This design comes from an exercise in tuning for small area, a short achievable clock period and few clock cycles on the open sky130 flow, not from production work. RTL that was checked went through simulation tests only; none was proved equivalent to the original. The RTL of runs 4 to 7 was laid out without a check of its function.

File: flow/run.sh
#!/bin/bash
# synth_recipe.tcl (not shown) runs the flow's synth.tcl, then flattens the netlist and writes it again
# the make line also repeats each setting of config.mk as NAME=value (left out here)
make -C /OpenROAD-flow-scripts/flow DESIGN_CONFIG=/design/flow/config.mk WORK_HOME=/design/flow/orfs CLKGATE_MAP_FILE= SYNTH_SCRIPT=/design/flow/synth_recipe.tcl finish
File: flow/config.mk
export PLATFORM = sky130hd
export DESIGN_NAME = motion_search_top
export DESIGN_NICKNAME = motion_search_top
export VERILOG_FILES = /design/flow/design.v
export SDC_FILE = /design/flow/constraint.sdc
export NUM_CORES = 4
export LEC_CHECK = 0
export ABC_AREA = 1
export CAP_MARGIN = 20
export CORE_MARGIN = 2
export CORE_UTILIZATION = 70
export CTS_BUF_LIST = sky130_fd_sc_hd__clkbuf_8
export SLEW_MARGIN = 20
File: flow/constraint.sdc
create_clock -name core_clock -period 10.0 [get_ports {clk_i}]
set_input_delay 2.0000 -clock core_clock [delete_from_list [all_inputs] [get_ports {clk_i}]]
set_output_delay 2.0000 -clock core_clock [all_outputs]
set_load 0.01 [all_outputs]
File: flow/design.v
package sad_pkg;
  localparam int PixelWidth = 8;
  localparam int SadWidth   = 17;   
  localparam int SumWidth   = 12;   
  localparam int SAddrWidth = 10;   
  localparam int RAddrWidth = 8;
  typedef logic [PixelWidth-1:0] pixel_t;
  typedef logic [SadWidth-1:0] sad_t;
  typedef logic [SumWidth-1:0] sum_t;
  typedef logic [SAddrWidth-1:0] saddr_t;
  typedef logic [RAddrWidth-1:0] raddr_t;
endpackage
`timescale 1ns/1ns
module sad_scan_decode #(
  parameter int SImgSize = 19,
  parameter int RImgSize = 4
) (
  input  logic   clk_i,
  input  logic   rst_ni,
  input  logic   start_i,
  input  logic   finish_i,
  output logic   busy_o,
  output sad_pkg::saddr_t smem_raddr_o,
  output sad_pkg::raddr_t ref_raddr_o,
  output logic   ref_load_o,    
  output logic   accept_o,      
  output logic   cand_vld_o,    
  output logic   cand_last_o    
);
  localparam int PixNum = SImgSize * SImgSize;
  localparam int RefNum = RImgSize * RImgSize;
  localparam int AddrW  = $clog2(PixNum);
  localparam int RefW   = $clog2(RefNum);
  localparam int PosW   = $clog2(SImgSize);
  logic             active;   
  logic [AddrW-1:0] addr;
  logic [RefW-1:0]  raddr;
  logic [PosW-1:0]  col;      
  logic [PosW-1:0]  row;
  logic             col_ge;   
  logic             row_ge;   
  logic             col_last;
  logic             row_last;
  logic             accept;
  logic             issue;    
  assign accept   = start_i && !busy_o;
  assign issue    = accept || active;
  assign col_last = col == PosW'(SImgSize - 1);
  assign row_last = row == PosW'(SImgSize - 1);
  assign accept_o = accept && rst_ni;
  assign smem_raddr_o = sad_pkg::SAddrWidth'(addr);
  assign ref_raddr_o  = sad_pkg::RAddrWidth'(raddr);
  always_ff @(posedge clk_i) begin
    if (!rst_ni) begin
      busy_o      <= 1'b0;
      active      <= 1'b0;
      addr        <= '0;
      raddr       <= '0;
      col         <= '0;
      row         <= '0;
      col_ge      <= 1'b0;
      row_ge      <= 1'b0;
      ref_load_o  <= 1'b0;
      cand_vld_o  <= 1'b0;
      cand_last_o <= 1'b0;
    end else begin
      if (accept) begin
        busy_o <= 1'b1;
      end else if (finish_i) begin
        busy_o <= 1'b0;
      end
      ref_load_o  <= accept || (raddr != '0);
      cand_vld_o  <= issue && col_ge && row_ge;
      cand_last_o <= issue && col_last && row_last;
      if (accept || (raddr != '0)) begin
        raddr <= raddr + 1'b1;
      end
      if (issue) begin
        if (col_last && row_last) begin
          active <= 1'b0;
          addr   <= '0;
          col    <= '0;
          row    <= '0;
          col_ge <= 1'b0;
          row_ge <= 1'b0;
        end else begin
          active <= 1'b1;
          addr   <= addr + 1'b1;
          if (col_last) begin
            col    <= '0;
            col_ge <= 1'b0;
            row    <= row + 1'b1;
            if (row == PosW'(RImgSize - 2)) row_ge <= 1'b1;
          end else begin
            col <= col + 1'b1;
            if (col == PosW'(RImgSize - 2)) col_ge <= 1'b1;
          end
        end
      end
    end
  end
endmodule
`timescale 1ns/1ns
module sad_pe_array #(
  parameter int SImgSize = 19,
  parameter int RImgSize = 4
) (
  input  logic   clk_i,
  input  logic   ref_load_i,
  input  sad_pkg::pixel_t search_pix_i,
  input  sad_pkg::pixel_t ref_pix_i,
  output sad_pkg::sum_t   sum_o
);
  localparam int RefNum = RImgSize * RImgSize;
  localparam int LineLen = (RImgSize - 1) * SImgSize;
  sad_pkg::pixel_t ref_q  [RefNum];       
  sad_pkg::pixel_t pix_q;                 
  sad_pkg::pixel_t line_q [LineLen];      
  sad_pkg::pixel_t col_pix [RImgSize];    
  logic [8:0]      pair_q [RImgSize][2];  
  logic [9:0]      h0_q;
  logic [10:0]     h1_q;
  logic [11:0]     h2_q;
  function automatic logic [8:0] abs_diff_sum(
    input logic [7:0] a0,
    input logic [7:0] b0,
    input logic [7:0] a1,
    input logic [7:0] b1
  );
    logic [8:0] x0;
    logic [8:0] x1;
    logic [7:0] y0;
    logic [7:0] y1;
    x0 = {1'b0, a0} + {1'b0, ~b0};
    x1 = {1'b0, a1} + {1'b0, ~b1};
    y0 = x0[7:0] ^ {8{~x0[8]}};
    y1 = x1[7:0] ^ {8{~x1[8]}};
    abs_diff_sum = {1'b0, y0} + {1'b0, y1} + {8'b0, x0[8]} + {8'b0, x1[8]};
  endfunction
  always_ff @(posedge clk_i) begin
    if (ref_load_i) begin
      ref_q[0] <= ref_pix_i;
      for (int k = 1; k < RefNum; k++) ref_q[k] <= ref_q[k-1];
    end
  end
  always_ff @(posedge clk_i) begin
    pix_q     <= search_pix_i;
    line_q[0] <= pix_q;
    for (int k = 1; k < LineLen; k++) line_q[k] <= line_q[k-1];
  end
  always_comb begin
    for (int y = 0; y < RImgSize; y++) begin
      if (y == RImgSize - 1) col_pix[y] = pix_q;
      else col_pix[y] = line_q[(RImgSize - 1 - y) * SImgSize - 1];
    end
  end
  always_ff @(posedge clk_i) begin
    for (int x = 0; x < RImgSize; x++) begin
      for (int p = 0; p < 2; p++) begin
        pair_q[x][p] <= abs_diff_sum(
          col_pix[2*p],   ref_q[RefNum-1 - (4*(2*p)   + x)],
          col_pix[2*p+1], ref_q[RefNum-1 - (4*(2*p+1) + x)]);
      end
    end
  end
  always_ff @(posedge clk_i) begin
    h0_q  <= 10'(pair_q[0][0]) + 10'(pair_q[0][1]);
    h1_q  <= 11'(h0_q) + 11'(pair_q[1][0]) + 11'(pair_q[1][1]);
    h2_q  <= 12'(h1_q) + 12'(pair_q[2][0]) + 12'(pair_q[2][1]);
    sum_o <= h2_q + 12'(pair_q[3][0]) + 12'(pair_q[3][1]);
  end
endmodule
`timescale 1ns/1ns
module sad_min_select #(
  parameter int SImgSize = 19,
  parameter int RImgSize = 4,
  parameter int Latency  = 4    
) (
  input  logic   clk_i,
  input  logic   rst_ni,
  input  logic   accept_i,
  input  logic   cand_vld_i,    
  input  logic   cand_last_i,
  input  sad_pkg::sum_t   sum_i,  
  output logic   finish_o,
  output sad_pkg::sad_t   min_sad_o,
  output sad_pkg::saddr_t min_addr_o
);
  localparam int Offset = (RImgSize - 1) * (SImgSize + 1);   
  localparam int CandW  = 9;
  logic [Latency-2:0] vld_q;
  logic [Latency-2:0] last_q;
  sad_pkg::sum_t      best_sad;
  logic [CandW-1:0]   best_addr;
  logic [CandW-1:0]   cand_addr;   
  assign min_sad_o  = sad_pkg::SadWidth'(best_sad);
  assign min_addr_o = sad_pkg::SAddrWidth'(best_addr);
  always_ff @(posedge clk_i) begin
    if (!rst_ni) begin
      vld_q    <= '0;
      last_q   <= '0;
      finish_o <= 1'b0;
    end else begin
      vld_q    <= {vld_q[Latency-3:0], cand_vld_i};
      last_q   <= {last_q[Latency-3:0], cand_last_i};
      finish_o <= last_q[Latency-2];
    end
  end
  always_ff @(posedge clk_i) begin
    if (accept_i) begin
      best_sad  <= '1;   
      cand_addr <= CandW'(1 - Latency - Offset);
    end else begin
      cand_addr <= cand_addr + 1'b1;
      if (vld_q[Latency-2] && (sum_i < best_sad)) begin
        best_sad  <= sum_i;
        best_addr <= cand_addr;
      end
    end
  end
endmodule
`timescale 1ns/1ns
module motion_search_top #(
  parameter int SImgSize = 19,
  parameter int RImgSize = 4,
  parameter int PeNum    = 16
) (
  input  logic   clk_i,
  input  logic   rst_ni,
  input  logic   start_i,
  input  sad_pkg::pixel_t smem_rdata_i,
  input  sad_pkg::pixel_t ref_rdata_i,
  output sad_pkg::saddr_t smem_raddr_o,
  output sad_pkg::raddr_t ref_raddr_o,
  output logic   busy_o,
  output logic   finish_o,
  output sad_pkg::sad_t   min_sad_o,
  output sad_pkg::saddr_t min_addr_o
);
  logic          ref_load;
  logic          accept;
  logic          cand_vld;
  logic          cand_last;
  sad_pkg::sum_t sum;
  sad_scan_decode #(
    .SImgSize(SImgSize),
    .RImgSize(RImgSize)
  ) i_decode (
    .clk_i       (clk_i),
    .rst_ni      (rst_ni),
    .start_i     (start_i),
    .finish_i    (finish_o),
    .busy_o      (busy_o),
    .smem_raddr_o(smem_raddr_o),
    .ref_raddr_o (ref_raddr_o),
    .ref_load_o  (ref_load),
    .accept_o    (accept),
    .cand_vld_o  (cand_vld),
    .cand_last_o (cand_last)
  );
  sad_pe_array #(
    .SImgSize(SImgSize),
    .RImgSize(RImgSize)
  ) i_execute (
    .clk_i       (clk_i),
    .ref_load_i  (ref_load),
    .search_pix_i(smem_rdata_i),
    .ref_pix_i   (ref_rdata_i),
    .sum_o       (sum)
  );
  sad_min_select #(
    .SImgSize(SImgSize),
    .RImgSize(RImgSize),
    .Latency (4)
  ) i_result (
    .clk_i      (clk_i),
    .rst_ni     (rst_ni),
    .accept_i   (accept),
    .cand_vld_i (cand_vld),
    .cand_last_i(cand_last),
    .sum_i      (sum),
    .finish_o   (finish_o),
    .min_sad_o  (min_sad_o),
    .min_addr_o (min_addr_o)
  );
endmodule
==> impl_metrics.toml, run 1 <==
[logic_synthesis]
synth_top_family_by_area = "simple AND/OR/NAND/NOR gates"
postSynthCellCount = 3227
async_flop_share_pct = 0
synthFlopType = "dfxtp_1"
synth_edf_count = 137
synth_adder_area_share_pct = 15.3
yosys.area_share.simple_pct = 15.7
yosys.area_share.xor_xnor_pct = 5.99
netlist_area_sq_um = 32100
avgSynthCellArea_sq_um = 9.94
synth.distinct_cells = 49
synth_compound_area_share_pct = 3.90
ys_ff_latch = 776
yosysWarnings = 7
synthMuxAreaShare_pct = 0
yosysSeqAreaShare_pct = 52.7

[clock_tree]
ctsHoldBuffers = 0
cts_buffers = 110
cts_setup_buffers = 0
clock_latency_ps = 700
ctsRootBufferMaster = "clkbuf_8"
cts_tree = "built"
htreeDepth = 3
cts.sinks = 776
clockBufferDepth = 3
cts-resized-gates = 0
cts.clk_slew.worst_paths_ps = 80

[detailed_routing]
dr_total_vias = 21300
antenna_left = 0
drt_iter0_drc = 1441
drc = 0
avgViaCountPerCell = 5.23
drtPass1Iterations = 6
routedWlPerCell_microns = 15.6
finalWirelength_microns = 63400

[worst_hold_path]
hold_class = "flip-flop to flip-flop"

[place]
portBuffers = 54
pre_cts_ws_ps = 5730
dp_hpwl_microns = 45600
gp_congestion = 0.886
place_inst = 3874

[die]
core_sq_um = 45300
die_w_microns = 218
die_h_microns = 218
start_util_pct = 70.8
die_area_sq_um = 47500
top_level_ports = 66
rows = 78

[sta]
layout_setup_ws_ps = 6270
max_freq_mhz = 268
fin_crit_sh_pct = 37.3
worst_pin_slew_ps = 1060
slew_headroom_pct = 29.6
setup_viol = 0
skew_ps = 31.3
holdWs_ps = 307
finalSetupTns_ps = 0
hold_viol = 0
fin_crit_ps = 3730
rsz0062_at_grt = "false"
maxSlewViolCount = 0

[worst_setup_path]
crit_fanout = 9
crit_path_top_delay_cell = "dfxtp_1"
cp-start-kind = "flip-flop"
arrival_ps = 4310
crit_type = "flip-flop to flip-flop"
required_ps = 10580
slowest_delay_ps = 510
critPathMostFrequentCell = "nand2_1"
critPathCaptureType = "flip-flop"
crit_chain = "ha_1, inv_1, fa_1, nand3b_1, nand2_1, nand2_1, nand2_4, xor2_1, ha_1, inv_1, fa_1, o21ai_0, nand4_1, nand3_1, nand2_1"

[layout]
diodes = 0
area_delta_synth_final_pct = 11.0
n_fill_cell = 2947
final_util_pct = 78.6
fin_nets = 3763
drive_gt1_share_pct = 7.09
multi_input_area_sq_um = 13200
instances_no_fill = 4072
regArea_sq_um = 16900

[global_route]
grt_pass1_wl_microns = 104000
antenna_found_initial = 1
grt_remaining_overflow = 0
first_global_vias = 21800
grt_max_degree = 79
grt_util_all_layers_pct = 27.5

[outcome]
status = "finished clean"

[run]
cap_violations = 0
==> synthesized netlist by cell type (9+ instances only) <==
cell type    n  share of area, %
dfxtp_1    639                40
xnor2_1     47               1.3
nor3_1       9              0.14
o21ai_0     30              0.47
or2_2       10              0.20
nand3_1    181               2.8
nand2_2     16              0.31
fa_1        55               3.4
a21oi_2     10              0.27
a21oi_1    125               2.0
nor2_1      92               1.1
buf_4       13              0.30
a31oi_1     12              0.23
ha_1       303                12
edfxtp_1   137                13
nand2_1    701               8.2
xor2_1     163               4.5
nand3b_1    57               1.3
inv_1      498               5.8
nand4_1     41              0.80
==> worst max-delay path, delay by kind of cell (launching register included) <==
kind            cells  cell delay (ps)
xor+xnor            1              100
buf+inv             2              130
simple gates        7             1000
flops               1              510
fa+ha+maj           4             1450
compound gates      1              440
==> layout by cell type, fill, tap and decap left out, types with 55 or more instances in the layout <==
cell type / instances
nand2_1: 701
dfxtp_1: 638
inv_1: 527
ha_1: 303
nand3_1: 181
xor2_1: 163
clkbuf_8: 137
edfxtp_1: 137
a21oi_1: 125
nor2_1: 92
nand3b_1: 57
fa_1: 55
==> sequential cells by signal (all words and copies together) (netlist names), 5 cells and up <==
| register | cells |
|---|---|
| i_execute.pix_q | 8 |
| i_execute.h0_q | 10 |
| i_execute.sum_o | 12 |
| i_result.best_addr | 9 |
| i_result.cand_addr | 9 |
| i_decode.col | 5 |
| i_execute.pair_q | 72 |
| i_execute.ref_q | 128 |
| i_result.best_sad | 12 |
| i_execute.line_q | 456 |
| i_execute.h1_q | 11 |
| i_decode.addr | 9 |
| i_decode.row | 5 |
| i_execute.h2_q | 12 |
==> cells by family after synthesis <==
group / count (synthesis)
adders and majority gates: 358
DFF: 776
other: 1
and+or+nand+nor: 1138
xor gates and xnor gates: 215
buffers and inverters: 525
AOI/OAI and AO/OA: 214
==> cell type report <==
| type | instances | share of cell area (%) |
|---|---|---|
| clock buffer | 137 | 5.29 |
| clock inverter | 61 | 1.27 |
| inverter | 506 | 5.34 |
| multi-input combinational | 1936 | 36.9 |
| sequential | 776 | 47.5 |
| tap | 600 | 2.11 |
| timing repair buffer | 56 | 1.56 |
==> metrics by stage <==
step	instance area (sq um)
after floorplan	32100
after CTS	35600
after global placement	33300
after global routing	35600
after detailed placement	33300
final	35600
==> metal layers <==
| layer | up-vias | track usage (%) | part of all wire (%) |
|---|---|---|---|
| met5 | - | 0 | 0 |
| met4 | 0 | 13.6 | 4.7 |
| met3 | 193 | 4.74 | 4.7 |
| met2 | 620 | 47.9 | 49 |
| met1 | 9873 | 33.0 | 42 |
| li1 | 10600 | - | - |
==> path summary, 6_finish.rpt <==
path	depth (start not counted)	slack (ps)	from	to
worst min-delay path	0	310	i_execute.line_q[47][4]$_DFF_P_	i_execute.line_q[48][4]$_DFF_P_
worst max register to register	15	6270	i_execute.pix_q[0]$_DFF_P_	i_execute.pair_q[3][8]$_DFF_P_
worst max-delay path	15	6270	i_execute.pix_q[0]$_DFF_P_	i_execute.pair_q[3][8]$_DFF_P_
worst min register to register	0	310	i_execute.line_q[47][4]$_DFF_P_	i_execute.line_q[48][4]$_DFF_P_
Testbench counts, summed over its fixed seeds: cycles 23,416.
==> run 2: changes to the inputs <==
--- a/flow/config.mk
+++ b/flow/config.mk
@@ -5,9 +5,7 @@
 export SDC_FILE = /design/flow/constraint.sdc
 export NUM_CORES = 4
 export LEC_CHECK = 0
-export ABC_AREA = 1
 export CAP_MARGIN = 20
 export CORE_MARGIN = 2
 export CORE_UTILIZATION = 70
-export CTS_BUF_LIST = sky130_fd_sc_hd__clkbuf_8
 export SLEW_MARGIN = 20
==> run 2 against run 1 <==
Still clean. Register-to-register slack got worse by 750 ps. First-iteration DRC count down 7.6%. Worst setup slack got worse by 750 ps. Largest cell class unchanged. Highest routed layer unchanged.
==> impl_metrics.toml, run 2 <==
[detailed_routing]
drc = 0
routedWlPerCell_microns = 18.3
drtPass1Iterations = 6
avgViaCountPerCell = 5.63
dr_total_vias = 19300
drt_iter0_drc = 1331
antenna_left = 0
finalWirelength_microns = 62800

[clock_tree]
cts-resized-gates = 0
htreeDepth = 3
cts_buffers = 73
cts.sinks = 776
cts_setup_buffers = 0
clock_latency_ps = 620
cts_tree = "built"
clockBufferDepth = 3
cts.clk_slew.worst_paths_ps = 60
ctsHoldBuffers = 0
ctsRootBufferMaster = "clkbuf_16"

[worst_setup_path]
r2r.worst_path.cells = 16
arrival_ps = 5000
cp-start-kind = "flip-flop"
critPathCaptureType = "flip-flop"
crit_fanout = 5
required_ps = 10510
crit_type = "flip-flop to flip-flop"

[logic_synthesis]
synth_top_area_share_pct = 41.1
synth_compound_area_share_pct = 9.76
yosysMostFrequentCell = "dfxtp_1"
ys_ff_latch = 776
synthFlopType = "dfxtp_1"
yosys.area_share.simple_pct = 8.09
synth.distinct_cells = 76
synth_adder_area_share_pct = 15.7
async_flop_share_pct = 0
yosysWarnings = 7
synth_top_family_by_area = "adder cells"
avgSynthCellArea_sq_um = 11.6
synthTopCellsByArea = "dfxtp_1, edfxtp_1, ha_1"
synth_edf_count = 137
synthMuxAreaShare_pct = 0.973
yosys.area_share.xor_xnor_pct = 7.64
ys_top_cells_by_count = "dfxtp_1, ha_1, inv_1"
yosys.area.top_type = "dfxtp_1"
postSynthCellCount = 2686
yosysSeqAreaShare_pct = 54.3
netlist_area_sq_um = 31100

[place]
portBuffers = 54
gp_congestion = 0.901
pre_cts_ws_ps = 5620
dp_hpwl_microns = 44000
place_inst = 3294
dpl-instance-area_sq_um = 32200

[sta]
setup_viol = 0
holdWs_ps = 309
max_freq_mhz = 223
worst_pin_slew_ps = 880
fin_crit_ps = 4480
fin_crit_sh_pct = 44.8
layout_setup_ws_ps = 5520
finalSetupTns_ps = 0
hold_viol = 0
skew_ps = 25.4
rsz0062_at_grt = "false"
slew_headroom_pct = 41.3
maxSlewViolCount = 0

[die]
core_sq_um = 44000
rows = 77
die_area_sq_um = 46200
die_w_microns = 215
top_level_ports = 66
start_util_pct = 70.7
die_h_microns = 215

[layout]
fin_nets = 3154
drive_gt1_share_pct = 5.79
instances_no_fill = 3426
largest_register_ffs = 456
postLayoutCellArea_sq_um = 34800
final_util_pct = 79.0
mostFrequentLayoutCells = "dfxtp_1, ha_1, inv_1, nor2_1, xnor2_1"
top_regs = "i_execute.line_q (456), i_execute.ref_q (128), i_execute.pair_q (72)"
final_common_cell = "dfxtp_1"
regMostFlops = "i_execute.line_q"
area_delta_synth_final_pct = 11.7
diodes = 0

[run]
cap_violations = 0

[outcome]
status = "finished clean"

[worst_hold_path]
hold_class = "flip-flop to flip-flop"
whs_path_depth = 0

[global_route]
antenna_found_initial = 0
grt_max_degree = 71
grt_pass1_wl_microns = 101000
grt_remaining_overflow = 0
grt_util_all_layers_pct = 27.7
first_global_vias = 19600
run 2: worst paths after layout:
check                               endpoint                             from  slack [ps]
min reg2reg  i_execute.line_q[35][4]$_DFF_P_  i_execute.line_q[34][4]$_DFF_P_         310
min          i_execute.line_q[35][4]$_DFF_P_  i_execute.line_q[34][4]$_DFF_P_         310
max           i_execute.pair_q[1][8]$_DFF_P_  i_execute.ref_q[7][0]$_DFFE_PP_        5520
max reg2reg   i_execute.pair_q[1][8]$_DFF_P_  i_execute.ref_q[7][0]$_DFFE_PP_        5520
run 2: cell type report:
type                    count  area, sq um
clock buffers              99         2180
clock inverters            33          364
fillers                  2612         9260
inverters                 225          845
multi-input cells        1645        13200
flip-flops and latches    776        16900
well taps                 592          741
repair buffers             56          556
run 2: worst max-delay path, stage by stage (launching register included):
cell	delay (ps)
edfxtp_1	370
inv_1	60
ha_1	250
fa_1	440
a211oi_1	280
o21bai_1	110
a21o_1	240
a21o_1	220
a21oi_2	320
xor2_1	190
ha_1	290
fa_1	470
a21o_1	190
a21oi_1	220
o21ai_0	180
o41ai_1	380
xnor2_1	180
run 2: cells by family after synthesis:
kind of cell,count (synthesis)
flip-flops,776
XOR/XNOR,269
buffers and inverters,275
AND/OR/NAND/NOR,532
AO/OA/AOI/OAI,446
other,1
adder cells (fa/ha/maj),358
multiplexers,29
run 2: metal layers:
metal | part of all wire, % | global-route usage, % | vias to the layer above | wire length [microns]
met1 | 41 | 33.8 | 9180 | 26000
met5 | 0 | 0 | - | 0
met3 | 4.1 | 4.36 | 188 | 2570
met2 | 50 | 48.6 | 531 | 31600
li1 | - | - | 9399 | -
met4 | 4.4 | 12.3 | 0 | 2730
==> run 3: changes to the inputs <==
==> flow/flow/run.sh (new file) <==
#!/bin/bash
set -euo pipefail
MARGIN=$(cat flow/margin.txt)
echo "export SETUP_SLACK_MARGIN = $MARGIN" >> config.mk
bash standard.sh > standard.log 2>&1
==> flow/flow/margin.txt (new file) <==
6.5
==> flow/standard.sh (new file) <==
#!/bin/bash
# synth_recipe.tcl (not shown) runs the flow's synth.tcl, then flattens the netlist and writes it again
# the make line also repeats each setting of config.mk as NAME=value (left out here)
make -C /OpenROAD-flow-scripts/flow DESIGN_CONFIG=/design/flow/config.mk WORK_HOME=/design/flow/orfs CLKGATE_MAP_FILE= SYNTH_SCRIPT=/design/flow/synth_recipe.tcl "${@:-finish}"
--- a/flow/config.mk
+++ b/flow/config.mk
@@ -5,7 +5,9 @@
 export SDC_FILE = /design/flow/constraint.sdc
 export NUM_CORES = 4
 export LEC_CHECK = 0
+export ABC_AREA = 1
 export CAP_MARGIN = 20
 export CORE_MARGIN = 2
 export CORE_UTILIZATION = 70
 export SLEW_MARGIN = 20
+export SETUP_SLACK_MARGIN = 6.5
removed: flow/run.sh
==> run 3 against run 2 <==
Still clean. Sequential share of layout area shrank 1.6 points. Worst setup slack gained 990 ps. Maximum frequency grew 28%. First-iteration DRC count grew 8.2%. Critical path depth is the same. Final cell count grew 17%.
==> impl_metrics.toml, run 3 <==
[detailed_routing]
wl_met1_microns = 27000
drt_iter0_drc = 1440
dr_total_vias = 21300
routedWlPerCell_microns = 16.3
drtPass1Iterations = 6
met2WireLength_microns = 32600
antenna_left = 0
met3_length_microns = 3050
avgViaCountPerCell = 5.29
dr.max_layer_used = "met5"
finalWirelength_microns = 65400
drc = 0

[die]
rows = 78
core_sq_um = 45300
die_area_sq_um = 47500
die_w_microns = 218
start_util_pct = 70.8
die_h_microns = 218
top_level_ports = 66

[logic_synthesis]
postSynthCellCount = 3227
synth.distinct_cells = 49
ys_top_cells_by_count = "nand2_1, dfxtp_1, inv_1"
async_flop_share_pct = 0
yosys.area.top_type = "dfxtp_1"
avgSynthCellArea_sq_um = 9.94
synthTopCellsByArea = "dfxtp_1, edfxtp_1, ha_1"
ys_ff_latch = 776
yosysSeqAreaShare_pct = 52.7
netlist_area_sq_um = 32100
yosysMostFrequentCell = "nand2_1"
synth_top_area_share_pct = 39.9
synthFlopType = "dfxtp_1"
yosysWarnings = 7
synth_edf_count = 137

[clock_tree]
cts_tree = "built"
cts.clk_slew.worst_paths_ps = 70
cts.sinks = 776
clockBufferDepth = 3
htreeDepth = 3
ctsRootBufferMaster = "clkbuf_16"
cts_buffers = 74
ctsHoldBuffers = 0
clock_latency_ps = 610

[layout]
final_common_cell = "nand2_1"
final_util_pct = 79.5
largest_register_ffs = 456
fin_nets = 3734
postLayoutCellArea_sq_um = 36000
top_regs = "i_execute.line_q (456), i_execute.ref_q (128), i_execute.pair_q (72)"
area_delta_synth_final_pct = 12.2
mostFrequentLayoutCells = "nand2_1, dfxtp_1, inv_1, ha_1, nand3_1"
n_fill_cell = 2843
drive_gt1_share_pct = 7.37
regMostFlops = "i_execute.line_q"
instances_no_fill = 4018

[worst_setup_path]
crit_fanout = 8
cp-start-kind = "flip-flop"
critPathCaptureType = "flip-flop"
reg2reg_from = "i_execute.line_q[56][7]$_DFF_P_"
crit_type = "flip-flop to flip-flop"
startpoint = "i_execute.line_q[56][7]$_DFF_P_"
required_ps = 10500
arrival_ps = 4000

[sta]
skew_ps = 25.0
hold_viol = 0
fin_crit_sh_pct = 35.0
worst_pin_slew_ps = 1020
finalSetupTns_ps = 0
holdWs_ps = 312
setup_viol = 0
fin_crit_ps = 3500
slew_headroom_pct = 32.2
maxSlewViolCount = 0
max_freq_mhz = 286
rsz0062_at_grt = "true"

[global_route]
grt_pass1_wl_microns = 106000
first_global_vias = 21600
grt_util_all_layers_pct = 28.2
grt_remaining_overflow = 0
antenna_found_initial = 3
grt_max_degree = 78

[place]
gp_congestion = 0.883
place_inst = 3874
portBuffers = 54
dpl-instance-area_sq_um = 33300
dp_hpwl_microns = 45900

[run]
cap_violations = 0

[worst_hold_path]
hold_class = "flip-flop to flip-flop"
min-delay-start = "i_execute.line_q[46][1]$_DFF_P_"

[outcome]
status = "finished clean"
[run 3: worst max-delay path, stage by stage (launching register included)]
cell and delay (ps):
dfxtp_1 490, ha_1 340, nand2_1 140, inv_1 90, a21oi_2 280, nand2_4 170
nand2_1 140, nand3_1 120, nand2_1 120, inv_1 100, ha_1 300, ha_1 350
nand2_1 90, inv_1 50, nor3_1 190, nand2_1 150, xor2_2 250
[run 3: what timing repair did]
item / 4_1_cts / 5_1_grt
buffers inserted: 0 / 5
cloned: 0 / 2
pin swaps: 0 / 4
gates resized for setup: 37 / 49
endpoints found under the setup margin: 43 / 32
[run 3: logic make-up (layout without fill, tap and decap cells)]
logic type,Yosys count,count (layout),share of synthesized area (%)
other,1,12,0.0117
flip-flops,776,776,52.7
XOR/XNOR,215,215,5.99
adder cells (fa/ha/maj),358,358,15.3
buffers and inverters,525,703,6.39
AO/OA/AOI/OAI,214,214,3.90
AND/OR/NAND/NOR,1138,1140,15.7
[run 3: cell type report]
class	count	area [sq um]	share of cell area, %
sequential	776	16900	47.0
antenna	1	2.50	0.00695
timing repair buffer	61	556	1.54
multi-input combinational	1938	13400	37.1
tap	600	751	2.09
clock buffer	107	2200	6.11
clock inverter	29	283	0.786
inverter	506	1910	5.30
[run 3: worst paths after layout]
check / endpoint / slack, ps / cells after the start
min: i_execute.line_q[47][1]$_DFF_P_ / 310 / 0
max reg2reg: i_execute.pair_q[0][8]$_DFF_P_ / 6500 / 16
max: i_execute.pair_q[0][8]$_DFF_P_ / 6500 / 16
min reg2reg: i_execute.line_q[47][1]$_DFF_P_ / 310 / 0
[run 3: per-stage QoR]
step,setup WS (ps)
4_1_cts,6510
5_1_grt,6400
3_3_place_gp,5850
6_report,6500
3_5_place_dp,5760
2_1_floorplan,6890
[run 3: metal layers]
layer  up-vias  global-route usage, %
met3       211                   5.03
met1      9897                   34.0
met5         -                      0
li1      10500                      -
met4         4                   11.7
met2       609                   49.8
==> run 4: changes to the inputs <==
--- a/flow/design.v
+++ b/flow/design.v
@@ -121,21 +121,11 @@
   logic [9:0]      h0_q;
   logic [10:0]     h1_q;
   logic [11:0]     h2_q;
-  function automatic logic [8:0] abs_diff_sum(
-    input logic [7:0] a0,
-    input logic [7:0] b0,
-    input logic [7:0] a1,
-    input logic [7:0] b1
-  );
-    logic [8:0] x0;
-    logic [8:0] x1;
-    logic [7:0] y0;
-    logic [7:0] y1;
-    x0 = {1'b0, a0} + {1'b0, ~b0};
-    x1 = {1'b0, a1} + {1'b0, ~b1};
-    y0 = x0[7:0] ^ {8{~x0[8]}};
-    y1 = x1[7:0] ^ {8{~x1[8]}};
-    abs_diff_sum = {1'b0, y0} + {1'b0, y1} + {8'b0, x0[8]} + {8'b0, x1[8]};
+  function automatic logic [7:0] abs_diff(
+    input logic [7:0] a,
+    input logic [7:0] b
+  );
+    abs_diff = (a > b) ? a - b : b - a;
   endfunction
   always_ff @(posedge clk_i) begin
     if (ref_load_i) begin
@@ -157,9 +147,9 @@
   always_ff @(posedge clk_i) begin
     for (int x = 0; x < RImgSize; x++) begin
       for (int p = 0; p < 2; p++) begin
-        pair_q[x][p] <= abs_diff_sum(
-          col_pix[2*p],   ref_q[RefNum-1 - (4*(2*p)   + x)],
-          col_pix[2*p+1], ref_q[RefNum-1 - (4*(2*p+1) + x)]);
+        pair_q[x][p] <=
+          9'(abs_diff(col_pix[2*p],   ref_q[RefNum-1 - (4*(2*p)   + x)])) +
+          9'(abs_diff(col_pix[2*p+1], ref_q[RefNum-1 - (4*(2*p+1) + x)]));
       end
     end
   end
==> flow/run.sh (new file) <==
#!/bin/bash
# synth_recipe.tcl (not shown) runs the flow's synth.tcl, then flattens the netlist and writes it again
# the make line also repeats each setting of config.mk as NAME=value (left out here)
make -C /OpenROAD-flow-scripts/flow DESIGN_CONFIG=/design/flow/config.mk WORK_HOME=/design/flow/orfs CLKGATE_MAP_FILE= SYNTH_SCRIPT=/design/flow/synth_recipe.tcl finish
--- a/flow/config.mk
+++ b/flow/config.mk
@@ -5,9 +5,7 @@
 export SDC_FILE = /design/flow/constraint.sdc
 export NUM_CORES = 4
 export LEC_CHECK = 0
-export ABC_AREA = 1
 export CAP_MARGIN = 20
 export CORE_MARGIN = 2
-export CORE_UTILIZATION = 70
+export CORE_UTILIZATION = 40
 export SLEW_MARGIN = 20
-export SETUP_SLACK_MARGIN = 6.5
removed: flow/flow/run.sh
removed: flow/flow/margin.txt
removed: flow/standard.sh
==> run 4 against run 3 <==
Still clean. Maximum frequency decreased by 18%. Die area increased by 75%. Area after synthesis grew 0.92%. Synthesized cell count shrank 13%. Global-route usage decreased by 11 points. Utilization decreased by 34 points. Via count is 7.9% lower.
==> impl_metrics.toml, run 4 <==
[logic_synthesis]
postSynthCellCount = 2820
netlist_area_sq_um = 32400
yosysMostFrequentCell = "dfxtp_1"
synth_edf_count = 137
yosys.area.top_type = "dfxtp_1"
synth.distinct_cells = 67
ys_top_cells_by_count = "dfxtp_1, ha_1, inv_1"
async_flop_share_pct = 0
synthFlopType = "dfxtp_1"
yosysSeqAreaShare_pct = 52.2
yosysWarnings = 7
synth_top_area_share_pct = 39.5
synthTopCellsByArea = "dfxtp_1, ha_1, edfxtp_1"
avgSynthCellArea_sq_um = 11.5
ys_ff_latch = 776

[global_route]
grt_max_degree = 65
antenna_found_initial = 0
first_global_vias = 20200
grt_pass1_wl_microns = 111000
grt_remaining_overflow = 0
grt_util_all_layers_pct = 17.1

[place]
place_inst = 3902
dp_hpwl_microns = 54400
gp_congestion = 0.916
portBuffers = 54

[worst_setup_path]
crit_path_top_delay_cell = "o31ai_2"
reg2reg_from = "i_execute.line_q[18][1]$_DFF_P_"
crit_fanout = 10
r2r.worst_path.cells = 12
critPathCaptureType = "flip-flop"
critPathMostFrequentCell = "ha_1"
arrival_ps = 4810
startpoint = "i_execute.line_q[18][1]$_DFF_P_"
crit_type = "flip-flop to flip-flop"
crit_chain = "inv_1, ha_1, nand4_1, nor2_1, o31ai_2, mux2_2, ha_1, a21o_1, a21oi_1, o21ai_0, o41ai_1, xnor2_1"
slowest_delay_ps = 700
cp-start-kind = "flip-flop"
required_ps = 10530

[detailed_routing]
routedWlPerCell_microns = 17.3
avgViaCountPerCell = 4.84
drtPass1Iterations = 6
antenna_left = 0
drt_iter0_drc = 894
drc = 0
dr_total_vias = 19600
finalWirelength_microns = 70000

[layout]
fin_nets = 3373
instances_no_fill = 4050
final_common_cell = "dfxtp_1"
area_delta_synth_final_pct = 13.7
n_fill_cell = 7302
diodes = 0
regMostFlops = "i_execute.line_q"
largest_register_ffs = 456
regArea_sq_um = 16900
multi_input_area_sq_um = 14000
final_util_pct = 45.8
mostFrequentLayoutCells = "dfxtp_1, ha_1, inv_1, a21oi_1, edfxtp_1"
top_regs = "i_execute.line_q (456), i_execute.ref_q (128), i_execute.pair_q (72)"
drive_gt1_share_pct = 6.09

[sta]
setup_viol = 0
worst_pin_slew_ps = 1000
finalSetupTns_ps = 0
maxSlewViolCount = 0
fin_crit_sh_pct = 42.7
fin_crit_ps = 4270
rsz0062_at_grt = "false"
skew_ps = 20.1
hold_viol = 0
max_freq_mhz = 234
slew_headroom_pct = 33.2

[worst_hold_path]
whs_path_depth = 0
hold_class = "flip-flop to flip-flop"
min-delay-start = "i_execute.line_q[44][2]$_DFF_P_"

[clock_tree]
cts-resized-gates = 0
cts.clk_slew.worst_paths_ps = 60
clock_latency_ps = 620
ctsRootBufferMaster = "clkbuf_16"
htreeDepth = 3
cts_setup_buffers = 0
cts_buffers = 80
cts_tree = "built"
cts.sinks = 776
clockBufferDepth = 3
ctsHoldBuffers = 0

[die]
die_h_microns = 288
die_area_sq_um = 83200
start_util_pct = 40.3
die_w_microns = 288
rows = 104
top_level_ports = 66
core_sq_um = 80300

[outcome]
status = "finished clean"

[run]
cap_violations = 0
==> run 4: changes by cell type after synthesis, sizes merged, moves of 69 or more <==
cell / previous run / this run
inv: 506 / 320
mux2i: 0 / 85
nand3: 187 / 21
nand2: 725 / 131
a21oi: 139 / 224
a21o: 8 / 77
xor2: 168 / 90
==> run 4: cells by family after synthesis <==
logic type	share of synthesized area, %
flip-flops	52.2
buffers and inverters	4.55
AO/OA/AOI/OAI	10.5
AND/OR/NAND/NOR	6.04
adder cells (fa/ha/maj)	18.3
other	0.0116
multiplexers	3.21
XOR/XNOR	5.20
==> run 4: final cells by class <==
class	instances	area share, %
Clock buffer	108	6.41
Timing Repair Buffer	57	1.53
Sequential cell	776	45.9
Inverter	320	3.26
Clock inverter	40	1.13
Multi-Input combinational cell	1689	38.1
Tap cell	1060	3.60
==> run 4: final timing paths <==
path                                                        end  slack [ps]
worst max-delay path             i_execute.pair_q[1][7]$_DFF_P_        5730
worst min-delay path            i_execute.line_q[45][2]$_DFF_P_         310
worst max register to register   i_execute.pair_q[1][7]$_DFF_P_        5730
worst min register to register  i_execute.line_q[45][2]$_DFF_P_         310
==> run 4: worst max-delay path, delay by kind of cell, from the launching register on <==
family	cells	cell delay, ps
compound gates	5	1590
fa+ha+maj	2	710
flops	1	680
mux	1	440
buf+inv	1	380
simple gates	2	200
xor+xnor	1	180
==> run 4: per-stage QoR <==
step	instance area (sq um)	hold slack [ps]	worst slack, ps
after floorplan	32400	310	6220
after global placement	34000	310	5780
after detailed placement	34000	312	5730
after CTS	36800	312	5700
after global routing	36800	322	5350
final	36800	315	5730
==> run 4: layer usage <==
| layer | share of wire (%) | wire [microns] | GRT usage, % | vias to the layer above |
|---|---|---|---|---|
| met5 | 0 | 0 | 0 | - |
| met2 | 49 | 34100 | 29.3 | 335 |
| met1 | 45 | 31300 | 21.7 | 9431 |
| li1 | - | - | - | 9708 |
| met3 | 3.3 | 2310 | 2.60 | 119 |
| met4 | 3.4 | 2350 | 6.26 | 0 |
==> run 5: changes to the inputs <==
--- a/flow/design.v
+++ b/flow/design.v
@@ -111,21 +111,33 @@
   input  sad_pkg::pixel_t ref_pix_i,
   output sad_pkg::sum_t   sum_o
 );
-  localparam int RefNum = RImgSize * RImgSize;
+  localparam int RefNum  = RImgSize * RImgSize;
   localparam int LineLen = (RImgSize - 1) * SImgSize;
-  sad_pkg::pixel_t ref_q  [RefNum];       
+  localparam int SumW    = sad_pkg::SumWidth;
+  localparam sad_pkg::sum_t Offset = SumW'(-RefNum * 255);
+  typedef logic [SumW-1:0] vec_t;
+  sad_pkg::pixel_t ref_q   [RefNum];      
   sad_pkg::pixel_t pix_q;                 
-  sad_pkg::pixel_t line_q [LineLen];      
+  sad_pkg::pixel_t line_q  [LineLen];     
   sad_pkg::pixel_t col_pix [RImgSize];    
-  logic [8:0]      pair_q [RImgSize][2];  
-  logic [9:0]      h0_q;
-  logic [10:0]     h1_q;
-  logic [11:0]     h2_q;
-  function automatic logic [7:0] abs_diff(
-    input logic [7:0] a,
-    input logic [7:0] b
-  );
-    abs_diff = (a > b) ? a - b : b - a;
+  sad_pkg::pixel_t pre_pix [RImgSize];    
+  logic            gt_q    [RImgSize][RImgSize];   
+  vec_t            col_s   [RImgSize];
+  vec_t            col_c   [RImgSize];
+  vec_t            col_s_q [RImgSize];
+  vec_t            col_c_q [RImgSize];
+  vec_t            h_q     [RImgSize-1];
+  function automatic sad_pkg::pixel_t ref_px(input int x, input int y);
+    ref_px = ref_q[RefNum-1 - (RImgSize*y + x)];
+  endfunction
+  function automatic logic greater(input sad_pkg::pixel_t a, input sad_pkg::pixel_t b);
+    logic c;
+    c = 1'b0;
+    for (int i = 0; i < sad_pkg::PixelWidth; i++) c = (a[i] & ~b[i]) | ((a[i] | ~b[i]) & c);
+    greater = c;
+  endfunction
+  function automatic logic [2*SumW-1:0] csa(input vec_t a, input vec_t b, input vec_t c);
+    csa = {((a & b) | (a & c) | (b & c)) << 1, a ^ b ^ c};
   endfunction
   always_ff @(posedge clk_i) begin
     if (ref_load_i) begin
@@ -140,24 +152,50 @@
   end
   always_comb begin
     for (int y = 0; y < RImgSize; y++) begin
-      if (y == RImgSize - 1) col_pix[y] = pix_q;
-      else col_pix[y] = line_q[(RImgSize - 1 - y) * SImgSize - 1];
-    end
-  end
-  always_ff @(posedge clk_i) begin
+      if (y == RImgSize - 1) begin
+        col_pix[y] = pix_q;
+        pre_pix[y] = search_pix_i;
+      end else begin
+        col_pix[y] = line_q[(RImgSize - 1 - y) * SImgSize - 1];
+        pre_pix[y] = line_q[(RImgSize - 1 - y) * SImgSize - 2];
+      end
+    end
+  end
+  always_ff @(posedge clk_i) begin
+    for (int y = 0; y < RImgSize; y++) begin
+      for (int x = 0; x < RImgSize; x++) begin
+        gt_q[y][x] <= greater(pre_pix[y], ref_px(x, y));
+      end
+    end
+  end
+  always_comb begin
+    vec_t op [2*RImgSize];
+    vec_t s1, c1, s2, c2, s3, c3, s4, c4, s5, c5;
     for (int x = 0; x < RImgSize; x++) begin
-      for (int p = 0; p < 2; p++) begin
-        pair_q[x][p] <=
-          9'(abs_diff(col_pix[2*p],   ref_q[RefNum-1 - (4*(2*p)   + x)])) +
-          9'(abs_diff(col_pix[2*p+1], ref_q[RefNum-1 - (4*(2*p+1) + x)]));
-      end
-    end
-  end
-  always_ff @(posedge clk_i) begin
-    h0_q  <= 10'(pair_q[0][0]) + 10'(pair_q[0][1]);
-    h1_q  <= 11'(h0_q) + 11'(pair_q[1][0]) + 11'(pair_q[1][1]);
-    h2_q  <= 12'(h1_q) + 12'(pair_q[2][0]) + 12'(pair_q[2][1]);
-    sum_o <= h2_q + 12'(pair_q[3][0]) + 12'(pair_q[3][1]);
+      for (int y = 0; y < RImgSize; y++) begin
+        op[2*y]   = SumW'(col_pix[y] ^ {8{~gt_q[y][x]}});
+        op[2*y+1] = SumW'(ref_px(x, y) ^ {8{gt_q[y][x]}});
+      end
+      {c1, s1} = csa(op[0], op[1], op[2]);
+      {c2, s2} = csa(op[3], op[4], op[5]);
+      {c3, s3} = csa(s1, c1, s2);
+      {c4, s4} = csa(c2, op[6], op[7]);
+      {c5, s5} = csa(s3, c3, s4);
+      {col_c[x], col_s[x]} = csa(s5, c5, c4);
+    end
+  end
+  always_ff @(posedge clk_i) begin
+    for (int x = 0; x < RImgSize; x++) begin
+      col_s_q[x] <= col_s[x];
+      col_c_q[x] <= col_c[x];
+    end
+  end
+  always_ff @(posedge clk_i) begin
+    h_q[0] <= col_s_q[0] + col_c_q[0] + Offset;
+    for (int x = 1; x < RImgSize - 1; x++) begin
+      h_q[x] <= h_q[x-1] + col_s_q[x] + col_c_q[x];
+    end
+    sum_o <= h_q[RImgSize-2] + col_s_q[RImgSize-1] + col_c_q[RImgSize-1];
   end
 endmodule
 `timescale 1ns/1ns
==> flow/flow/run.sh (new file) <==
#!/bin/bash
set -euo pipefail
MARGIN=$(cat flow/margin.txt)
echo "export SETUP_SLACK_MARGIN = $MARGIN" >> config.mk
bash standard.sh > standard.log 2>&1
==> flow/flow/margin.txt (new file) <==
6.5
==> flow/standard.sh (new file) <==
#!/bin/bash
# synth_recipe.tcl (not shown) runs the flow's synth.tcl, then flattens the netlist and writes it again
# the make line also repeats each setting of config.mk as NAME=value (left out here)
make -C /OpenROAD-flow-scripts/flow DESIGN_CONFIG=/design/flow/config.mk WORK_HOME=/design/flow/orfs CLKGATE_MAP_FILE= SYNTH_SCRIPT=/design/flow/synth_recipe.tcl "${@:-finish}"
--- a/flow/config.mk
+++ b/flow/config.mk
@@ -5,7 +5,9 @@
 export SDC_FILE = /design/flow/constraint.sdc
 export NUM_CORES = 4
 export LEC_CHECK = 0
+export ABC_AREA = 1
 export CAP_MARGIN = 20
 export CORE_MARGIN = 2
-export CORE_UTILIZATION = 40
+export CORE_UTILIZATION = 70
 export SLEW_MARGIN = 20
+export SETUP_SLACK_MARGIN = 6.5
removed: flow/run.sh
==> run 5 against run 4 <==
Wire length decreased by 13%. Via count decreased by 14%. Register-to-register slack improved by 980 ps. Flip-flop and latch count increased by 19. Utilization increased by 34 points.
==> impl_metrics.toml, run 5 <==
[logic_synthesis]
synthTopCellsByArea = "dfxtp_1, fa_1, edfxtp_1"
synth_edf_count = 137
yosysSeqAreaShare_pct = 57.7
yosysWarnings = 14
avgSynthCellArea_sq_um = 12.1
yosys.area.top_type = "dfxtp_1"
synth_top_area_share_pct = 44.0
synth.distinct_cells = 44
yosysMostFrequentCell = "dfxtp_1"
postSynthCellCount = 2482
ys_top_cells_by_count = "dfxtp_1, inv_1, nand2_1"
async_flop_share_pct = 0
ys_ff_latch = 795
netlist_area_sq_um = 29900
synthFlopType = "dfxtp_1"

[die]
top_level_ports = 66
rows = 75
die_area_sq_um = 44400
die_h_microns = 211
die_w_microns = 211
start_util_pct = 71.2
core_sq_um = 42000

[sta]
slew_headroom_pct = 22.1
worst_pin_slew_ps = 1170
fin_crit_ps = 3310
finalSetupTns_ps = 0
max_freq_mhz = 302
maxSlewViolCount = 0
rsz0062_at_grt = "false"
setup_viol = 0
holdWs_ps = 311
hold_viol = 0
layout_setup_ws_ps = 6690
skew_ps = 27.3
fin_crit_sh_pct = 33.1

[clock_tree]
ctsHoldBuffers = 0
htreeDepth = 3
cts.sinks = 795
cts_buffers = 75
cts.clk_slew.worst_paths_ps = 70
cts_tree = "built"
clockBufferDepth = 3
ctsRootBufferMaster = "clkbuf_16"
clock_latency_ps = 630

[layout]
final_util_pct = 79.5
mostFrequentLayoutCells = "dfxtp_1, inv_1, nand2_1, fa_1, xnor2_1"
diodes = 0
fin_nets = 2867
drive_gt1_share_pct = 6.72
largest_register_ffs = 456
regMostFlops = "i_execute.line_q"
final_common_cell = "dfxtp_1"
area_delta_synth_final_pct = 11.6
top_regs = "i_execute.line_q (456), i_execute.ref_q (128), i_execute.col_s_q (40)"

[global_route]
met3_usage_pct = 5.49
antenna_found_initial = 0
grt_util_all_layers_pct = 28.8
busiest_layer = "met2"
grt_pass1_wl_microns = 96100
grt_max_degree = 66
first_global_vias = 17900
grt_remaining_overflow = 0
met2_usage_pct = 49.3
grtUsageMet1_pct = 37.4

[detailed_routing]
routedWlPerCell_microns = 19.3
drtPass1Iterations = 5
finalWirelength_microns = 60900
antenna_left = 0
drt_iter0_drc = 1275
avgViaCountPerCell = 5.32
drc = 0
dr_total_vias = 16800

[worst_setup_path]
crit_chain = "dlygate4sd2_1"
crit_path_top_delay_cell = "dfxtp_1"
crit_fanout = 4
path_buf_inv = 1
crit_end = "ref_raddr_o[2]"
slowest_delay_ps = 390
reg2reg_to = "i_execute.col_s_q[0][1]$_DFF_P_"
crit_family = "flip-flops"
required_ps = 8000
r2r.worst_path.cells = 8
reg2reg_from = "i_execute.gt_q[8]$_DFF_P_"
cp-start-kind = "flip-flop"
crit_type = "flip-flop to output port"
cp.depth = 1
arrival_ps = 1310
startpoint = "i_decode.raddr[2]$_SDFFE_PN0P_"
critPathCaptureType = "output port"
reg2reg_slack_ps = 6710

[outcome]
status = "finished clean"

[place]
portBuffers = 54
dp_hpwl_microns = 42000
gp_congestion = 0.910
pre_cts_ws_ps = 5730

[run]
cap_violations = 0

[worst_hold_path]
hold_class = "flip-flop to flip-flop"
## run 5: worst min path at each step
stage	endpoint	cells after the start	startpoint
CTS	i_execute.line_q[14][6]$_DFF_P_	0	i_execute.line_q[13][6]$_DFF_P_
global placement	i_execute.line_q[27][7]$_DFF_P_	0	i_execute.line_q[26][7]$_DFF_P_
finish	i_execute.line_q[14][6]$_DFF_P_	0	i_execute.line_q[13][6]$_DFF_P_
floorplan	i_execute.h_q[0][0]$_DFF_P_	0	i_execute.col_s_q[0][0]$_DFF_P_
global route	i_execute.line_q[17][7]$_DFF_P_	0	i_execute.line_q[16][7]$_DFF_P_
detailed placement	i_execute.line_q[4][7]$_DFF_P_	0	i_execute.line_q[3][7]$_DFF_P_
## run 5: worst reg2reg max path, stage by stage, from the launching register on
cell	delay (ps)
dfxtp_2	730
xor2_1	210
fa_1	540
inv_1	50
fa_1	490
inv_1	60
fa_1	540
inv_1	60
fa_1	460
## run 5: final cells by class
class | count | area [sq um]
clock inverter | 34 | 387
inverter | 371 | 1390
multi-input combinational | 1257 | 10900
fill | 2481 | 8630
clock buffer | 104 | 2170
timing repair buffer | 58 | 547
tap | 539 | 674
sequential | 795 | 17300
## run 5: timing repair
| item | CTS | global route |
|---|---|---|
| setup endpoints to repair | 89 | 30 |
| gates cloned | 0 | 0 |
| buffers inserted | 0 | 0 |
| resized for setup | 44 | 6 |
## run 5: logic make-up (layout without fill, tap and decap cells)
| group | after synthesis | after routing | synth area share (%) |
|---|---|---|---|
| fa+ha+maj | 290 | 290 | 17.3 |
| buf+inv | 440 | 567 | 5.87 |
| simple gates | 508 | 508 | 7.33 |
| flops | 795 | 795 | 57.7 |
| other cells | 1 | 11 | 0.0125 |
| xor+xnor | 294 | 294 | 8.60 |
| compound gates | 154 | 154 | 3.10 |
## run 5: stage by stage
stage          instance area, sq um  cells
2_1_floorplan                 30000   2492
3_3_place_gp                  30900   3020
3_5_place_dp                  30900   3020
4_1_cts                       33400   3158
5_1_grt                       33400   3158
6_report                      33400   3158
## run 5: per-layer routing
metal | wire [microns] | part of all wire, %
met1 | 25000 | 41
met2 | 30600 | 50
met3 | 3710 | 6.1
met4 | 1570 | 2.6
met5 | 0 | 0
==> run 6: changes to the inputs <==
--- a/flow/config.mk
+++ b/flow/config.mk
@@ -8,6 +8,6 @@
 export ABC_AREA = 1
 export CAP_MARGIN = 20
 export CORE_MARGIN = 2
-export CORE_UTILIZATION = 70
+export CORE_UTILIZATION = 85
 export SLEW_MARGIN = 20
 export SETUP_SLACK_MARGIN = 6.5
==> run 6 against run 5 <==
The run now fails in global routing. Synthesized cell count stayed put. Area after synthesis stayed put.
==> impl_metrics.toml, run 6 <==
[place]
gp_congestion = 0.960
dp_hpwl_microns = 49700
portBuffers = 54
pre_cts_ws_ps = 5620

[clock_tree]
clockBufferDepth = 3
htreeDepth = 3
cts.sinks = 795
cts_setup_buffers = 0
cts-resized-gates = 48
ctsRootBufferMaster = "clkbuf_16"
cts_buffers = 72
ctsHoldBuffers = 0

[logic_synthesis]
yosys.area.top_type = "dfxtp_1"
yosysSeqAreaShare_pct = 57.7
synth_top_area_share_pct = 44.0
netlist_area_sq_um = 29900
synth_edf_count = 137
synth.distinct_cells = 44
postSynthCellCount = 2482
avgSynthCellArea_sq_um = 12.1
yosysMostFrequentCell = "dfxtp_1"
async_flop_share_pct = 0
ys_top_cells_by_count = "dfxtp_1, inv_1, nand2_1"
yosysWarnings = 14
synthTopCellsByArea = "dfxtp_1, fa_1, edfxtp_1"
synthFlopType = "dfxtp_1"
ys_ff_latch = 795

[outcome]
failing_step = "global routing"
firstError = "[ERROR GRT-0232] Routing congestion too high. Check the congestion heatmap in the GUI."
status = "did not finish"

[global_route]
grt_remaining_overflow = 113
grt_max_degree = 69
grt_util_all_layers_pct = 73.2

[die]
start_util_pct = 86.5
die_h_microns = 192
top_level_ports = 66
die_w_microns = 192
rows = 68

[sta]
worst-ep-kind = "register input"
crit_endpoint = "i_execute.col_s_q[2][6]$_DFF_P_/D"
==> run 6: worst max-delay path by stage <==
stage | startpoint | end | cells after the start
CTS | i_result.best_addr[2]$_DFFE_PP_ | min_addr_o[2] | 1
detailed placement | rst_ni | i_result.best_addr[2]$_DFFE_PP_ | 4
global placement | rst_ni | i_result.best_addr[0]$_DFFE_PP_ | 4
floorplan | i_execute.gt_q[5]$_DFF_P_ | i_execute.col_s_q[1][1]$_DFF_P_ | 10
==> run 6: cell families after synthesis <==
group,share of synthesized area (%)
flops,57.7
fa+ha+maj,17.3
compound gates,3.10
simple gates,7.33
other cells,0.0125
buf+inv,5.87
xor+xnor,8.60
==> run 6: layer usage <==
| layer | GRT overflow | track usage, % |
|---|---|---|
| met5 | 1 | 15.1 |
| met3 | 2 | 56.4 |
| met4 | 57 | 75.7 |
| met1 | 0 | 73.0 |
| met2 | 53 | 91.0 |
==> run 6: stage by stage <==
step                      hold slack [ps]  std cells  area [sq um]
after detailed placement              312       2936         30800
after global placement                310       2936         30800
after CTS                             323       3065         33100
after floorplan                       310       2492         30000
==> run 7: changes to the inputs <==
==> flow/run.sh (new file) <==
#!/bin/bash
# synth_recipe.tcl (not shown) runs the flow's synth.tcl, then flattens the netlist and writes it again
# the make line also repeats each setting of config.mk as NAME=value (left out here)
make -C /OpenROAD-flow-scripts/flow DESIGN_CONFIG=/design/flow/config.mk WORK_HOME=/design/flow/orfs CLKGATE_MAP_FILE= SYNTH_SCRIPT=/design/flow/synth_recipe.tcl finish
--- a/flow/config.mk
+++ b/flow/config.mk
@@ -8,6 +8,5 @@
 export ABC_AREA = 1
 export CAP_MARGIN = 20
 export CORE_MARGIN = 2
-export CORE_UTILIZATION = 85
+export CORE_UTILIZATION = 70
 export SLEW_MARGIN = 20
-export SETUP_SLACK_MARGIN = 6.5
removed: flow/flow/run.sh
removed: flow/flow/margin.txt
removed: flow/standard.sh
==> run 7 against run 6 <==
Now clean on timing, DRC and antenna. Area after synthesis unchanged. Synthesized cell count is the same.
==> impl_metrics.toml, run 7 <==
[detailed_routing]
routedWlPerCell_microns = 19.0
dr_total_vias = 16800
avgViaCountPerCell = 5.32
drt_iter0_drc = 1278
finalWirelength_microns = 60000
drc = 0
drtPass1Iterations = 5
antenna_left = 0

[global_route]
grt_max_degree = 66
antenna_found_initial = 0
grt_util_all_layers_pct = 28.2
grt_remaining_overflow = 0
grt_pass1_wl_microns = 94700
first_global_vias = 17800

[sta]
hold_viol = 0
skew_ps = 18.1
slew_headroom_pct = 19.7
fin_crit_ps = 3710
setup_viol = 0
maxSlewViolCount = 0
worst_pin_slew_ps = 1200
fin_crit_sh_pct = 37.1
max_freq_mhz = 269
rsz0062_at_grt = "false"
finalSetupTns_ps = 0
holdWs_ps = 317

[worst_setup_path]
reg2reg_from = "i_execute.gt_q[8]$_DFF_P_"
crit_chain = "clkdlybuf4s50_1, inv_1, nor2_2, nor2_1"
crit_fanout = 17
crit_path_top_delay_cell = "clkdlybuf4s50_1"
critPathCaptureType = "flip-flop"
crit_family = "buffers and inverters"
crit_type = "primary input to flip-flop"
arrival_ps = 3930
r2r.worst_path.cells = 8
reg2reg_slack_ps = 6300
cp-start-kind = "primary input"
reg2reg_to = "i_execute.col_s_q[0][1]$_DFF_P_"
required_ps = 10220
slowest_delay_ps = 680
path_buf_inv = 2

[logic_synthesis]
synth_edf_count = 137
yosys.area.top_type = "dfxtp_1"
yosysWarnings = 14
yosysSeqAreaShare_pct = 57.7
synthFlopType = "dfxtp_1"
avgSynthCellArea_sq_um = 12.1
synthTopCellsByArea = "dfxtp_1, fa_1, edfxtp_1"
yosysMostFrequentCell = "dfxtp_1"
postSynthCellCount = 2482
ys_ff_latch = 795
netlist_area_sq_um = 29900
ys_top_cells_by_count = "dfxtp_1, inv_1, nand2_1"
async_flop_share_pct = 0
synth_top_area_share_pct = 44.0
synth.distinct_cells = 44

[place]
dp_hpwl_microns = 42600
gp_congestion = 0.920
portBuffers = 54
place_inst = 3022

[clock_tree]
cts.sinks = 795
htreeDepth = 3
ctsHoldBuffers = 0
cts_buffers = 75
clock_latency_ps = 600
clockBufferDepth = 3
cts-resized-gates = 0
cts_setup_buffers = 0
ctsRootBufferMaster = "clkbuf_16"
cts_tree = "built"
cts.clk_slew.worst_paths_ps = 60

[layout]
drive_gt1_share_pct = 6.18
regMostFlops = "i_execute.line_q"
largest_register_ffs = 456
area_delta_synth_final_pct = 11.5
fin_nets = 2869
instances_no_fill = 3159
top_regs = "i_execute.line_q (456), i_execute.ref_q (128), i_execute.col_s_q (40)"
multi_input_area_sq_um = 10900
final_common_cell = "dfxtp_1"
diodes = 0
n_fill_cell = 2520
regArea_sq_um = 17300
mostFrequentLayoutCells = "dfxtp_1, inv_1, nand2_1, fa_1, xnor2_1"

[outcome]
status = "finished clean"

[worst_hold_path]
whs_endpoint = "i_execute.line_q[44][2]$_DFF_P_"
hold_class = "flip-flop to flip-flop"
whs_path_depth = 0
min-delay-start = "i_execute.line_q[43][2]$_DFF_P_"

[die]
rows = 75
top_level_ports = 66
start_util_pct = 71.2
die_area_sq_um = 44400
core_sq_um = 42000
die_h_microns = 211
die_w_microns = 211

[run]
cap_violations = 0
run 7: worst max path at each step:
stage,startpoint,endpoint,cells after the start
floorplan,i_decode.ref_load_o$_SDFF_PN0_,i_execute.ref_q[0][0]$_DFFE_PP_,0
global placement,rst_ni,i_result.best_addr[6]$_DFFE_PP_,4
detailed placement,rst_ni,i_result.best_addr[6]$_DFFE_PP_,4
CTS,rst_ni,i_result.best_addr[1]$_DFFE_PP_,4
global route,rst_ni,i_result.best_addr[1]$_DFFE_PP_,4
finish,rst_ni,i_result.best_addr[1]$_DFFE_PP_,4
run 7: cell families (layout without fill, tap and decap cells):
kind of cell / Yosys count / in the layout / synth area share [%]
adders and majority gates: 290 / 290 / 17.3
AOI/OAI and AO/OA: 154 / 154 / 3.10
DFF: 795 / 795 / 57.7
other: 1 / 11 / 0.0125
buffers and inverters: 440 / 568 / 5.87
xor gates and xnor gates: 294 / 294 / 8.60
and+or+nand+nor: 508 / 508 / 7.33
run 7: through the flow:
| stage | setup WS (ps) | area [sq um] | util [%] |
|---|---|---|---|
| after detailed placement | 5700 | 30900 | 73.4 |
| final | 6290 | 33400 | 79.4 |
| after global routing | 6150 | 33400 | 79.4 |
| after global placement | 5790 | 30900 | 73.4 |
| after floorplan | 6430 | 30000 | - |
| after CTS | 6320 | 33400 | 79.4 |
run 7: area by class of cell:
type,count,area share [%]
clock inverters,27,0.813
multi-input cells,1257,32.7
repair buffers,60,1.75
well taps,539,2.02
flip-flops and latches,795,51.8
clock buffers,110,6.72
inverters,371,4.17
run 7: layer usage:
layer  share of wire (%)  GRT usage [%]  up-vias  wire length (microns)
li1                    -              -     7822                      -
met1                  42           37.4     8302                  24900
met2                  50           48.2      568                  29800
met3                 6.2           4.45      118                   3720
met4                 2.6           9.08        0                   1570
met5                   0              0        -                      0
run 7: worst reg2reg max path, delay by kind of cell, from the launching register on:
family	cells	cell delay, ps
fa+ha+maj	4	2040
xor+xnor	1	270
buf+inv	3	180
flops	1	1090

what the ideal ports hide:
The results above use ideal ports. As a check the final layouts listed here were re-extracted and re-timed, cells and wires unchanged. Step 1 assumes that a clkbuf_16 drives the clock port and a buf_2 every other input. Step 2, shift: input delay + t, output delay - t, t = (earliest + latest rising clock arrival at the registers) / 2. This alone moves slack from input paths to output paths. Three values: ideal ports, drivers, drivers and shift; two values: the first two.
run | shift t [ns] | slack for setup (ns) | worst setup path after step 2 | pins driven straight from the clock port
run 1 | 0.742 | 6.270 / 6.235 / 5.661 | input to register | 1
run 2 | 0.661 | 5.515 / 5.515 / 5.515 | register to register | 1
run 3 | 0.659 | 6.503 / 6.496 / 6.089 | input to register | 1
run 4 | 0.672 | 5.727 / 5.727 / 5.727 | register to register | 1
run 5 | 0.676 | 6.686 / 6.628 / 6.250 | input to register | 1
run 7 | 0.655 | 6.286 / 6.300 / 5.664 | input to register | 1
After both steps setup and hold are still met in every run listed. For run 7, which loses most, drivers alone change the setup slack by +0.014 ns; drivers and shift together by -0.622 ns.
